This design comes from an exercise in tuning for small area and a short achievable clock period on the open sky130 flow, not from production work. RTL that was checked went through simulation tests only; none was proved equivalent to the original. Power figures rest on the tool's default switching activity, not on a simulated workload.

==> run a <==
==> flow/design.v <==
`timescale 1ns/1ps
package rs_pkg;
  localparam int N_ENT     = 8;
  localparam int ENT_SEL   = 3;
  localparam int TAG_W     = 6;    
  localparam int DATA_W    = 32;
  localparam int SPECTAG_W = 5;
  localparam int AGE_W     = 6;    
  localparam int DLY_W     = 3;    
  localparam int OP_W      = 4;
  typedef enum logic [OP_W-1:0] {
    ALU_ADD  = 4'd0,
    ALU_SUB  = 4'd1,
    ALU_AND  = 4'd2,
    ALU_OR   = 4'd3,
    ALU_XOR  = 4'd4,
    ALU_SLL  = 4'd5,
    ALU_SRL  = 4'd6,
    ALU_SRA  = 4'd7,
    ALU_SLT  = 4'd8,
    ALU_SLTU = 4'd9
  } alu_op_e;
  typedef struct packed {
    logic [TAG_W-1:0]     src_a;
    logic [TAG_W-1:0]     src_b;
    logic [DATA_W-1:0]    imm;
    logic [TAG_W-1:0]     dest;
    logic                 dest_valid;
    alu_op_e              alu_op;
    logic [SPECTAG_W-1:0] spectag;
    logic [AGE_W-1:0]     age;
    logic [DLY_W-1:0]     delay;     
  } rs_payload_t;
  localparam int PL_W = 2*TAG_W + DATA_W + TAG_W + 1 + OP_W + SPECTAG_W + AGE_W + DLY_W;   
  localparam int OFS_DLY  = 0;
  localparam int OFS_AGE  = OFS_DLY + DLY_W;
  localparam int OFS_STAG = OFS_AGE + AGE_W;
  localparam int OFS_OP   = OFS_STAG + SPECTAG_W;
  localparam int OFS_DV   = OFS_OP + OP_W;
  localparam int OFS_DEST = OFS_DV + 1;
  localparam int OFS_IMM  = OFS_DEST + TAG_W;
  localparam int OFS_SRCB = OFS_IMM + DATA_W;
  localparam int OFS_SRCA = OFS_SRCB + TAG_W;
endpackage
`timescale 1ns/1ps
import rs_pkg::*;
module rs_alloc (
  input  logic             disp_valid,
  input  logic [N_ENT-1:0] busy,
  output logic [N_ENT-1:0] we             
);
  always_comb
  begin
    for (int i = 0; i < N_ENT; i++)
    begin
      we[i] = disp_valid && !busy[i];
      for (int k = 0; k < i; k++)
        we[i] = we[i] && busy[k];
    end
  end
endmodule
`timescale 1ns/1ps
import rs_pkg::*;
module rs_entry (
  input  logic                 clk,
  input  logic                 rst,
  input  logic                 we,
  input  rs_pkg::rs_payload_t  wr_payload,
  input  logic                 wr_rdy_a,
  input  logic                 wr_rdy_b,
  input  logic                 wr_specbit,
  input  logic                 grant,
  output logic                 ready,
  output logic                 busy,
  output logic                 busy_nx,     
  output rs_pkg::rs_payload_t  payload,
  output logic                 specbit_o,
  input  logic                 wk_valid,    
  input  logic                 wk_fast,     
  input  logic [TAG_W-1:0]     wk_tag,
  input  logic [DLY_W-1:0]     wk_load,     
  input  logic                 br_valid,
  input  logic                 br_success,
  input  logic [SPECTAG_W-1:0] br_tag
);
  localparam logic [DLY_W-1:0] WAIT = '1;
  rs_pkg::rs_payload_t pl;
  logic             specbit;
  logic [DLY_W-1:0] cnt [2];
  logic [TAG_W-1:0] src_tag [2];
  logic [TAG_W-1:0] new_tag [2];
  logic [1:0]       new_rdy;
  logic [1:0]       eq;
  logic [1:0]       new_hit;
  logic [1:0]       src_rdy;
  logic             br_match;
  logic             kill;
  logic             disp_br_match;
  logic             disp_kill;
  always_comb
  begin
    src_tag[0] = pl.src_a;
    src_tag[1] = pl.src_b;
    new_tag[0] = wr_payload.src_a;
    new_tag[1] = wr_payload.src_b;
    new_rdy    = {wr_rdy_b, wr_rdy_a};
    for (int s = 0; s < 2; s++)
    begin
      eq[s]      = (wk_tag == src_tag[s]);
      new_hit[s] = wk_valid && (wk_tag == new_tag[s]);
      src_rdy[s] = (cnt[s] == WAIT) ? (wk_fast && eq[s]) : (cnt[s] == '0);
    end
  end
  assign br_match      = br_valid && (br_tag == pl.spectag);
  assign kill          = br_match && !br_success && specbit;
  assign disp_br_match = br_valid && (br_tag == wr_payload.spectag);
  assign disp_kill     = disp_br_match && !br_success && wr_specbit;
  assign busy_nx = we ? !disp_kill : (busy && !kill);
  always_ff @(posedge clk)
  begin
    if (!rst)
      busy <= 1'b0;
    else
      busy <= busy_nx && !grant;
  end
  always_ff @(posedge clk)
  begin
    if (!busy)
    begin
      pl      <= wr_payload;
      specbit <= wr_specbit && !disp_br_match;
      for (int s = 0; s < 2; s++)
        cnt[s] <= new_rdy[s] ? '0 : new_hit[s] ? wk_load : WAIT;
    end
    else
    begin
      if (br_match && br_success)
        specbit <= 1'b0;
      for (int s = 0; s < 2; s++)
      begin
        if (cnt[s] == WAIT)
        begin
          if (wk_valid && eq[s])
            cnt[s] <= wk_load;
        end
        else if (cnt[s] != '0)
          cnt[s] <= cnt[s] - 1'b1;
      end
    end
  end
  assign ready     = busy && src_rdy[0] && src_rdy[1];
  assign payload   = pl;
  assign specbit_o = specbit;
endmodule
`timescale 1ns/1ps
import rs_pkg::*;
module rs_issue_select (
  input  logic                  clk,
  input  logic [N_ENT-1:0]      busy,
  input  logic [AGE_W-1:0]      wr_age,
  input  logic [N_ENT*AGE_W-1:0] ages,       
  input  logic [N_ENT-1:0]      ready,
  output logic [N_ENT-1:0]      grant,
  output logic                  any
);
  logic             older [N_ENT][N_ENT];
  logic [N_ENT-1:0] below;   
  logic [AGE_W:0]   cmp_a, cmp_b;
  logic             cmp_eq;
  logic [N_ENT-1:0] c;       
  always_comb
  begin
    for (int k = 0; k < N_ENT; k++)
    begin
      below[k] = 1'b1;
      for (int m = 0; m <= k; m++)
        below[k] = below[k] && busy[m];
      cmp_a  = {ages[k*AGE_W +: AGE_W], 1'b0};
      cmp_b  = {wr_age, below[k]};
      c[k]   = 1'b0;
      cmp_eq = 1'b1;
      for (int n = AGE_W; n >= 0; n--)
      begin
        c[k]   = c[k] || (cmp_eq && !cmp_a[n] && cmp_b[n]);
        cmp_eq = cmp_eq && (cmp_a[n] == cmp_b[n]);
      end
    end
  end
  always_ff @(posedge clk)
  begin
    for (int i = 0; i < N_ENT; i++)
      for (int j = i + 1; j < N_ENT; j++)
        if (!busy[j])
          older[i][j] <= c[i];         
        else if (!busy[i])
          older[i][j] <= !c[j];        
  end
  always_comb
  begin
    for (int j = 0; j < N_ENT; j++)
    begin
      grant[j] = ready[j];
      for (int i = 0; i < N_ENT; i++)
        if (i < j)
          grant[j] = grant[j] && !(ready[i] && older[i][j]);
        else if (i > j)
          grant[j] = grant[j] && !(ready[i] && !older[j][i]);
    end
  end
  assign any = |ready;
endmodule
`timescale 1ns/1ps
import rs_pkg::*;
module rs_alu (
  input  logic                 clk,
  input  logic                 rst,
  input  logic                 disp_valid,
  input  logic [TAG_W-1:0]     disp_src_a,
  input  logic [TAG_W-1:0]     disp_src_b,
  input  logic [TAG_W-1:0]     disp_dest,
  input  logic                 disp_rdy_a,
  input  logic                 disp_rdy_b,
  input  logic [DATA_W-1:0]    disp_imm,
  input  logic                 disp_dest_valid,
  input  logic [OP_W-1:0]      disp_alu_op,
  input  logic [SPECTAG_W-1:0] disp_spectag,
  input  logic                 disp_specbit,
  input  logic [AGE_W-1:0]     disp_age,
  input  logic [DLY_W-1:0]     disp_delay,
  input  logic                 br_valid,
  input  logic                 br_success,
  input  logic [SPECTAG_W-1:0] br_tag,
  output logic                 full,
  output logic                 issue_valid,
  output logic [TAG_W-1:0]     issue_src_a,
  output logic [TAG_W-1:0]     issue_src_b,
  output logic [TAG_W-1:0]     issue_dest,
  output logic [DATA_W-1:0]    issue_imm,
  output logic                 issue_dest_valid,
  output logic [OP_W-1:0]      issue_alu_op,
  output logic [SPECTAG_W-1:0] issue_spectag,
  output logic                 issue_specbit
);
  rs_pkg::rs_payload_t       disp_payload;
  logic [N_ENT*PL_W-1:0]     payloads;
  logic [N_ENT-1:0]          we;
  logic [N_ENT-1:0]          ready;
  logic [N_ENT-1:0]          busy;
  logic [N_ENT-1:0]          busy_nx;
  logic [N_ENT-1:0]          specbits;
  logic [N_ENT-1:0]          grant;
  logic                      any;
  logic [N_ENT*AGE_W-1:0]    ages;
  logic                      wk_valid;    
  logic                      wk_fast;     
  logic [TAG_W-1:0]          wk_tag;      
  logic [DLY_W-1:0]          wk_dly;
  logic [DLY_W-1:0]          wk_load;
  always_comb
  begin
    disp_payload.src_a      = disp_src_a;
    disp_payload.src_b      = disp_src_b;
    disp_payload.imm        = disp_imm;
    disp_payload.dest       = disp_dest;
    disp_payload.dest_valid = disp_dest_valid;
    disp_payload.alu_op     = rs_pkg::alu_op_e'(disp_alu_op);
    disp_payload.spectag    = disp_spectag;
    disp_payload.age        = disp_age;
    disp_payload.delay      = disp_delay;
  end
  rs_alloc u_alloc (
    .disp_valid (disp_valid),
    .busy       (busy),
    .we         (we)
  );
  assign wk_load = (wk_dly == '0) ? '0 : wk_dly - 1'b1;
  genvar g;
  generate
    for (g = 0; g < N_ENT; g++)
    begin : g_ent
      rs_entry u_ent (
        .clk        (clk),
        .rst        (rst),
        .we         (we[g]),
        .wr_payload (disp_payload),
        .wr_rdy_a   (disp_rdy_a),
        .wr_rdy_b   (disp_rdy_b),
        .wr_specbit (disp_specbit),
        .grant      (grant[g]),
        .ready      (ready[g]),
        .busy       (busy[g]),
        .busy_nx    (busy_nx[g]),
        .payload    (payloads[g*PL_W +: PL_W]),
        .specbit_o  (specbits[g]),
        .wk_valid   (wk_valid),
        .wk_fast    (wk_fast),
        .wk_tag     (wk_tag),
        .wk_load    (wk_load),
        .br_valid   (br_valid),
        .br_success (br_success),
        .br_tag     (br_tag)
      );
    end
  endgenerate
  always_comb
  begin
    for (int i = 0; i < N_ENT; i++)
      ages[i*AGE_W +: AGE_W] = payloads[i*PL_W+OFS_AGE +: AGE_W];
  end
  rs_issue_select u_sel (
    .clk    (clk),
    .busy   (busy),
    .wr_age (disp_age),
    .ages   (ages),
    .ready  (ready),
    .grant  (grant),
    .any    (any)
  );
  always_ff @(posedge clk)
  begin
    if (!rst)
    begin
      issue_valid <= 1'b0;
      full        <= 1'b0;
    end
    else
    begin
      issue_valid <= any;
      full        <= !any && (&busy_nx);
    end
  end
  logic [PL_W-1:0]  p;
  logic [N_ENT-1:0] gd;
  logic             sb;
  logic             fast;
  logic [TAG_W-1:0] t;
  always_comb
  begin
    p    = '0;
    sb   = 1'b0;
    fast = 1'b0;
    for (int i = 0; i < N_ENT; i++)
    begin
      gd[i] = grant[i] && payloads[i*PL_W+OFS_DV];
      p     = p    | ({PL_W{grant[i]}} & payloads[i*PL_W +: PL_W]);
      sb    = sb   | (grant[i] && specbits[i]);
      fast  = fast | (gd[i] && payloads[i*PL_W+OFS_DLY +: DLY_W] == '0);
    end
    t = '0;
    for (int i = 0; i < N_ENT; i++)
      t = t | ({TAG_W{gd[i]}} & payloads[i*PL_W+OFS_DEST +: TAG_W]);
  end
  always_ff @(posedge clk)
  begin
    issue_src_a      <= p[OFS_SRCA +: TAG_W];
    issue_src_b      <= p[OFS_SRCB +: TAG_W];
    issue_imm        <= p[OFS_IMM +: DATA_W];
    issue_alu_op     <= p[OFS_OP +: OP_W];
    issue_spectag    <= p[OFS_STAG +: SPECTAG_W];
    issue_dest       <= p[OFS_DEST +: TAG_W];
    issue_dest_valid <= p[OFS_DV];
    issue_specbit    <= sb;
    wk_dly           <= p[OFS_DLY +: DLY_W];
    wk_valid         <= rst && (|gd);
    wk_fast          <= rst && fast;
    wk_tag           <= t;
  end
endmodule
==> flow/flow/run.sh <==
#!/bin/bash
# Standard layout, with plain buffers on the ports and sizing not tied to cell footprints.
set -euo pipefail
bash standard.sh BUFFER_PORTS_ARGS="-buffer_cell sky130_fd_sc_hd__buf_2" MATCH_CELL_FOOTPRINT=0 finish > flow_make.log 2>&1
==> flow/standard.sh <==
#!/bin/bash
# synth_recipe.tcl (not shown) runs the flow's synth.tcl, then flattens the netlist and writes it again
# the make line also repeats each setting of config.mk as NAME=value (left out here)
make -C /OpenROAD-flow-scripts/flow DESIGN_CONFIG=/design/flow/config.mk WORK_HOME=/design/flow/orfs CLKGATE_MAP_FILE= SYNTH_SCRIPT=/design/flow/synth_recipe.tcl "${@:-finish}"
==> flow/config.mk <==
export PLATFORM = sky130hd
export DESIGN_NAME = rs_alu
export DESIGN_NICKNAME = rs_alu
export VERILOG_FILES = /design/flow/design.v
export SDC_FILE = /design/flow/constraint.sdc
export NUM_CORES = 4
export LEC_CHECK = 0
export CAP_MARGIN = 20
export CORE_MARGIN = 2
export CORE_UTILIZATION = 60
export SETUP_SLACK_MARGIN = 5.0
export SLEW_MARGIN = 20
export TNS_END_PERCENT = 0
==> flow/constraint.sdc <==
create_clock -name core_clock -period 7.5 [get_ports {clk}]
set_input_delay 1.5000 -clock core_clock [delete_from_list [all_inputs] [get_ports {clk}]]
set_output_delay 1.5000 -clock core_clock [all_outputs]
set_load 0.01 [all_outputs]
==> inputs of run b, as changes to run a <==
--- a/flow/design.v
+++ b/flow/design.v
@@ -47,7 +47,8 @@
 module rs_alloc (
   input  logic             disp_valid,
   input  logic [N_ENT-1:0] busy,
-  output logic [N_ENT-1:0] we             
+  output logic [N_ENT-1:0] we,            
+  output logic             full
 );
   always_comb
   begin
@@ -58,6 +59,7 @@
         we[i] = we[i] && busy[k];
     end
   end
+  assign full = &busy;
 endmodule
 `timescale 1ns/1ps
 import rs_pkg::*;
@@ -72,12 +74,11 @@
   input  logic                 grant,
   output logic                 ready,
   output logic                 busy,
-  output logic                 busy_nx,     
   output rs_pkg::rs_payload_t  payload,
   output logic                 specbit_o,
-  input  logic                 wk_valid,    
-  input  logic                 wk_fast,     
+  input  logic                 wk_valid,
   input  logic [TAG_W-1:0]     wk_tag,
+  input  logic                 wk_d0,       
   input  logic [DLY_W-1:0]     wk_load,     
   input  logic                 br_valid,
   input  logic                 br_success,
@@ -90,7 +91,7 @@
   logic [TAG_W-1:0] src_tag [2];
   logic [TAG_W-1:0] new_tag [2];
   logic [1:0]       new_rdy;
-  logic [1:0]       eq;
+  logic [1:0]       hit;
   logic [1:0]       new_hit;
   logic [1:0]       src_rdy;
   logic             br_match;
@@ -106,28 +107,28 @@
     new_rdy    = {wr_rdy_b, wr_rdy_a};
     for (int s = 0; s < 2; s++)
     begin
-      eq[s]      = (wk_tag == src_tag[s]);
+      hit[s]     = wk_valid && (wk_tag == src_tag[s]);
       new_hit[s] = wk_valid && (wk_tag == new_tag[s]);
-      src_rdy[s] = (cnt[s] == WAIT) ? (wk_fast && eq[s]) : (cnt[s] == '0);
+      src_rdy[s] = (cnt[s] == WAIT) ? (hit[s] && wk_d0) : (cnt[s] == '0);
     end
   end
   assign br_match      = br_valid && (br_tag == pl.spectag);
   assign kill          = br_match && !br_success && specbit;
   assign disp_br_match = br_valid && (br_tag == wr_payload.spectag);
   assign disp_kill     = disp_br_match && !br_success && wr_specbit;
-  assign busy_nx = we ? !disp_kill : (busy && !kill);
   always_ff @(posedge clk)
   begin
     if (!rst)
       busy <= 1'b0;
-    else
-      busy <= busy_nx && !grant;
+    else if (we)
+      busy <= !disp_kill;
+    else if (grant || kill)
+      busy <= 1'b0;
   end
   always_ff @(posedge clk)
   begin
-    if (!busy)
+    if (we)
     begin
-      pl      <= wr_payload;
       specbit <= wr_specbit && !disp_br_match;
       for (int s = 0; s < 2; s++)
         cnt[s] <= new_rdy[s] ? '0 : new_hit[s] ? wk_load : WAIT;
@@ -140,7 +141,7 @@
       begin
         if (cnt[s] == WAIT)
         begin
-          if (wk_valid && eq[s])
+          if (hit[s])
             cnt[s] <= wk_load;
         end
         else if (cnt[s] != '0)
@@ -148,6 +149,11 @@
       end
     end
   end
+  always_ff @(posedge clk)
+  begin
+    if (we)
+      pl <= wr_payload;
+  end
   assign ready     = busy && src_rdy[0] && src_rdy[1];
   assign payload   = pl;
   assign specbit_o = specbit;
@@ -156,7 +162,7 @@
 import rs_pkg::*;
 module rs_issue_select (
   input  logic                  clk,
-  input  logic [N_ENT-1:0]      busy,
+  input  logic [N_ENT-1:0]      we,
   input  logic [AGE_W-1:0]      wr_age,
   input  logic [N_ENT*AGE_W-1:0] ages,       
   input  logic [N_ENT-1:0]      ready,
@@ -164,36 +170,24 @@
   output logic                  any
 );
   logic             older [N_ENT][N_ENT];
-  logic [N_ENT-1:0] below;   
-  logic [AGE_W:0]   cmp_a, cmp_b;
-  logic             cmp_eq;
-  logic [N_ENT-1:0] c;       
+  logic [N_ENT-1:0] le;      
+  logic [N_ENT-1:0] lt;      
   always_comb
   begin
     for (int k = 0; k < N_ENT; k++)
     begin
-      below[k] = 1'b1;
-      for (int m = 0; m <= k; m++)
-        below[k] = below[k] && busy[m];
-      cmp_a  = {ages[k*AGE_W +: AGE_W], 1'b0};
-      cmp_b  = {wr_age, below[k]};
-      c[k]   = 1'b0;
-      cmp_eq = 1'b1;
-      for (int n = AGE_W; n >= 0; n--)
-      begin
-        c[k]   = c[k] || (cmp_eq && !cmp_a[n] && cmp_b[n]);
-        cmp_eq = cmp_eq && (cmp_a[n] == cmp_b[n]);
-      end
+      le[k] = ages[k*AGE_W +: AGE_W] <= wr_age;
+      lt[k] = ages[k*AGE_W +: AGE_W] <  wr_age;
     end
   end
   always_ff @(posedge clk)
   begin
     for (int i = 0; i < N_ENT; i++)
       for (int j = i + 1; j < N_ENT; j++)
-        if (!busy[j])
-          older[i][j] <= c[i];         
-        else if (!busy[i])
-          older[i][j] <= !c[j];        
+        if (we[j])
+          older[i][j] <= le[i];        
+        else if (we[i])
+          older[i][j] <= !lt[j];       
   end
   always_comb
   begin
@@ -246,15 +240,16 @@
   logic [N_ENT-1:0]          we;
   logic [N_ENT-1:0]          ready;
   logic [N_ENT-1:0]          busy;
-  logic [N_ENT-1:0]          busy_nx;
   logic [N_ENT-1:0]          specbits;
   logic [N_ENT-1:0]          grant;
   logic                      any;
   logic [N_ENT*AGE_W-1:0]    ages;
-  logic                      wk_valid;    
-  logic                      wk_fast;     
-  logic [TAG_W-1:0]          wk_tag;      
-  logic [DLY_W-1:0]          wk_dly;
+  logic [N_ENT-1:0]          iss_sel;
+  logic [TAG_W-1:0]          iss_dest;
+  logic                      iss_dv;
+  logic [DLY_W-1:0]          iss_dly;
+  logic                      wk_valid;
+  logic                      wk_d0;
   logic [DLY_W-1:0]          wk_load;
   always_comb
   begin
@@ -271,9 +266,12 @@
   rs_alloc u_alloc (
     .disp_valid (disp_valid),
     .busy       (busy),
-    .we         (we)
+    .we         (we),
+    .full       (full)
   );
-  assign wk_load = (wk_dly == '0) ? '0 : wk_dly - 1'b1;
+  assign wk_valid = issue_valid && iss_dv;
+  assign wk_d0    = (iss_dly == '0);
+  assign wk_load  = wk_d0 ? '0 : iss_dly - 1'b1;
   genvar g;
   generate
     for (g = 0; g < N_ENT; g++)
@@ -289,12 +287,11 @@
         .grant      (grant[g]),
         .ready      (ready[g]),
         .busy       (busy[g]),
-        .busy_nx    (busy_nx[g]),
         .payload    (payloads[g*PL_W +: PL_W]),
         .specbit_o  (specbits[g]),
         .wk_valid   (wk_valid),
-        .wk_fast    (wk_fast),
-        .wk_tag     (wk_tag),
+        .wk_tag     (iss_dest),
+        .wk_d0      (wk_d0),
         .wk_load    (wk_load),
         .br_valid   (br_valid),
         .br_success (br_success),
@@ -305,11 +302,13 @@
   always_comb
   begin
     for (int i = 0; i < N_ENT; i++)
+    begin
       ages[i*AGE_W +: AGE_W] = payloads[i*PL_W+OFS_AGE +: AGE_W];
+    end
   end
   rs_issue_select u_sel (
     .clk    (clk),
-    .busy   (busy),
+    .we     (we),
     .wr_age (disp_age),
     .ages   (ages),
     .ready  (ready),
@@ -319,50 +318,49 @@
   always_ff @(posedge clk)
   begin
     if (!rst)
-    begin
       issue_valid <= 1'b0;
-      full        <= 1'b0;
-    end
     else
-    begin
       issue_valid <= any;
-      full        <= !any && (&busy_nx);
-    end
   end
-  logic [PL_W-1:0]  p;
-  logic [N_ENT-1:0] gd;
-  logic             sb;
-  logic             fast;
-  logic [TAG_W-1:0] t;
-  always_comb
+  always_ff @(posedge clk)
   begin
-    p    = '0;
-    sb   = 1'b0;
-    fast = 1'b0;
+    logic [TAG_W-1:0]     d;
+    logic                 dv;
+    logic [DLY_W-1:0]     dl;
+    logic                 sb;
+    d  = '0;
+    dv = 1'b0;
+    dl = '0;
+    sb = 1'b0;
     for (int i = 0; i < N_ENT; i++)
     begin
-      gd[i] = grant[i] && payloads[i*PL_W+OFS_DV];
-      p     = p    | ({PL_W{grant[i]}} & payloads[i*PL_W +: PL_W]);
-      sb    = sb   | (grant[i] && specbits[i]);
-      fast  = fast | (gd[i] && payloads[i*PL_W+OFS_DLY +: DLY_W] == '0);
+      d  = d  | ({TAG_W{grant[i]}} & payloads[i*PL_W+OFS_DEST +: TAG_W]);
+      dv = dv | (grant[i] & payloads[i*PL_W+OFS_DV]);
+      dl = dl | ({DLY_W{grant[i]}} & payloads[i*PL_W+OFS_DLY +: DLY_W]);
+      sb = sb | (grant[i] & specbits[i]);
     end
-    t = '0;
-    for (int i = 0; i < N_ENT; i++)
-      t = t | ({TAG_W{gd[i]}} & payloads[i*PL_W+OFS_DEST +: TAG_W]);
+    iss_sel       <= grant;
+    iss_dest      <= d;
+    iss_dv        <= dv;
+    iss_dly       <= dl;
+    issue_specbit <= sb;
   end
-  always_ff @(posedge clk)
+  always_comb
   begin
-    issue_src_a      <= p[OFS_SRCA +: TAG_W];
-    issue_src_b      <= p[OFS_SRCB +: TAG_W];
-    issue_imm        <= p[OFS_IMM +: DATA_W];
-    issue_alu_op     <= p[OFS_OP +: OP_W];
-    issue_spectag    <= p[OFS_STAG +: SPECTAG_W];
-    issue_dest       <= p[OFS_DEST +: TAG_W];
-    issue_dest_valid <= p[OFS_DV];
-    issue_specbit    <= sb;
-    wk_dly           <= p[OFS_DLY +: DLY_W];
-    wk_valid         <= rst && (|gd);
-    wk_fast          <= rst && fast;
-    wk_tag           <= t;
+    issue_src_a   = '0;
+    issue_src_b   = '0;
+    issue_imm     = '0;
+    issue_alu_op  = '0;
+    issue_spectag = '0;
+    for (int i = 0; i < N_ENT; i++)
+    begin
+      issue_src_a   = issue_src_a   | ({TAG_W{iss_sel[i]}}     & payloads[i*PL_W+OFS_SRCA +: TAG_W]);
+      issue_src_b   = issue_src_b   | ({TAG_W{iss_sel[i]}}     & payloads[i*PL_W+OFS_SRCB +: TAG_W]);
+      issue_imm     = issue_imm     | ({DATA_W{iss_sel[i]}}    & payloads[i*PL_W+OFS_IMM +: DATA_W]);
+      issue_alu_op  = issue_alu_op  | ({OP_W{iss_sel[i]}}      & payloads[i*PL_W+OFS_OP +: OP_W]);
+      issue_spectag = issue_spectag | ({SPECTAG_W{iss_sel[i]}} & payloads[i*PL_W+OFS_STAG +: SPECTAG_W]);
+    end
   end
+  assign issue_dest       = iss_dest;
+  assign issue_dest_valid = iss_dv;
 endmodule
==> flow/run.sh (new file) <==
#!/bin/bash
# synth_recipe.tcl (not shown) runs the flow's synth.tcl, then flattens the netlist and writes it again
# the make line also repeats each setting of config.mk as NAME=value (left out here)
make -C /OpenROAD-flow-scripts/flow DESIGN_CONFIG=/design/flow/config.mk WORK_HOME=/design/flow/orfs CLKGATE_MAP_FILE= SYNTH_SCRIPT=/design/flow/synth_recipe.tcl finish
--- a/flow/config.mk
+++ b/flow/config.mk
@@ -7,7 +7,5 @@
 export LEC_CHECK = 0
 export CAP_MARGIN = 20
 export CORE_MARGIN = 2
-export CORE_UTILIZATION = 60
-export SETUP_SLACK_MARGIN = 5.0
+export CORE_UTILIZATION = 40
 export SLEW_MARGIN = 20
-export TNS_END_PERCENT = 0
removed: flow/flow/run.sh
removed: flow/standard.sh
==> notes.md <==
Clock distribution power: run a 3840 µW; run b 3490 µW
Multi-input gates: run a 1,435; run b 1,221
Synthesized netlist net count: run a 2,504; run b 2,253
Critical Path Slowest Stage Cell: run a sky130_fd_sc_hd__nor4_4; run b sky130_fd_sc_hd__dfxtp_2
Number of sequential storage elements: run a 718; run b 664
Unique cell type count in the Yosys netlist: run a 75; run b 64
Peak VDD IR: run a 0.0002225 V; run b 0.0002044 V
Post-DP Area: run a 32,640 µm²; run b 31,460 µm²
Share of total power in sequential cells: run a 52.5%; run b 50.1%
Overall global routing resource usage: run a 36.59%; run b 21.69%
Buffers, non-clock: run a 310; run b 169
Run status: run a complete, no violations; run b complete, no violations
Sink Count: run a 718; run b 664
Final core utilization: run a 73.15%; run b 47.04%
Net switching component of the power: run a 1977 µW; run b 2070 µW
Die width: run a 232.3 µm; run b 273.9 µm
Fraction of synthesized area in multiplexers: run a 1.004%; run b 1.271%
Count of placed standard cells including taps: run a 3,091; run b 3,079
For run a, only the layout was checked, not whether the RTL still works.

## re-timing with driven ports
How much do the figures lean on ideal ports? The routed layouts below were timed once more, with nothing changed but the port constraints. Step 1, drivers: a clkbuf_16 drives clk and a buf_2 each remaining input, both assumed. Step 2 also shifts input and output timing later by t, the mid clock arrival at the registers, as if the neighbouring blocks saw the same clock. a / b / c = ideal / step 1 / step 2; a / b = the first two.
run | shift t [ns] | setup slack, ns | cell pins on the clock port's net
run a | 0.676 | 4.331 / 4.331 / 3.703 | 1
run b | 0.661 | 2.899 / 2.838 / 2.547 | 1
After both steps every run listed still meets setup and hold. The setup slack of run a, which loses most, moves by 0.000 ns with the drivers and by -0.628 ns with both steps.
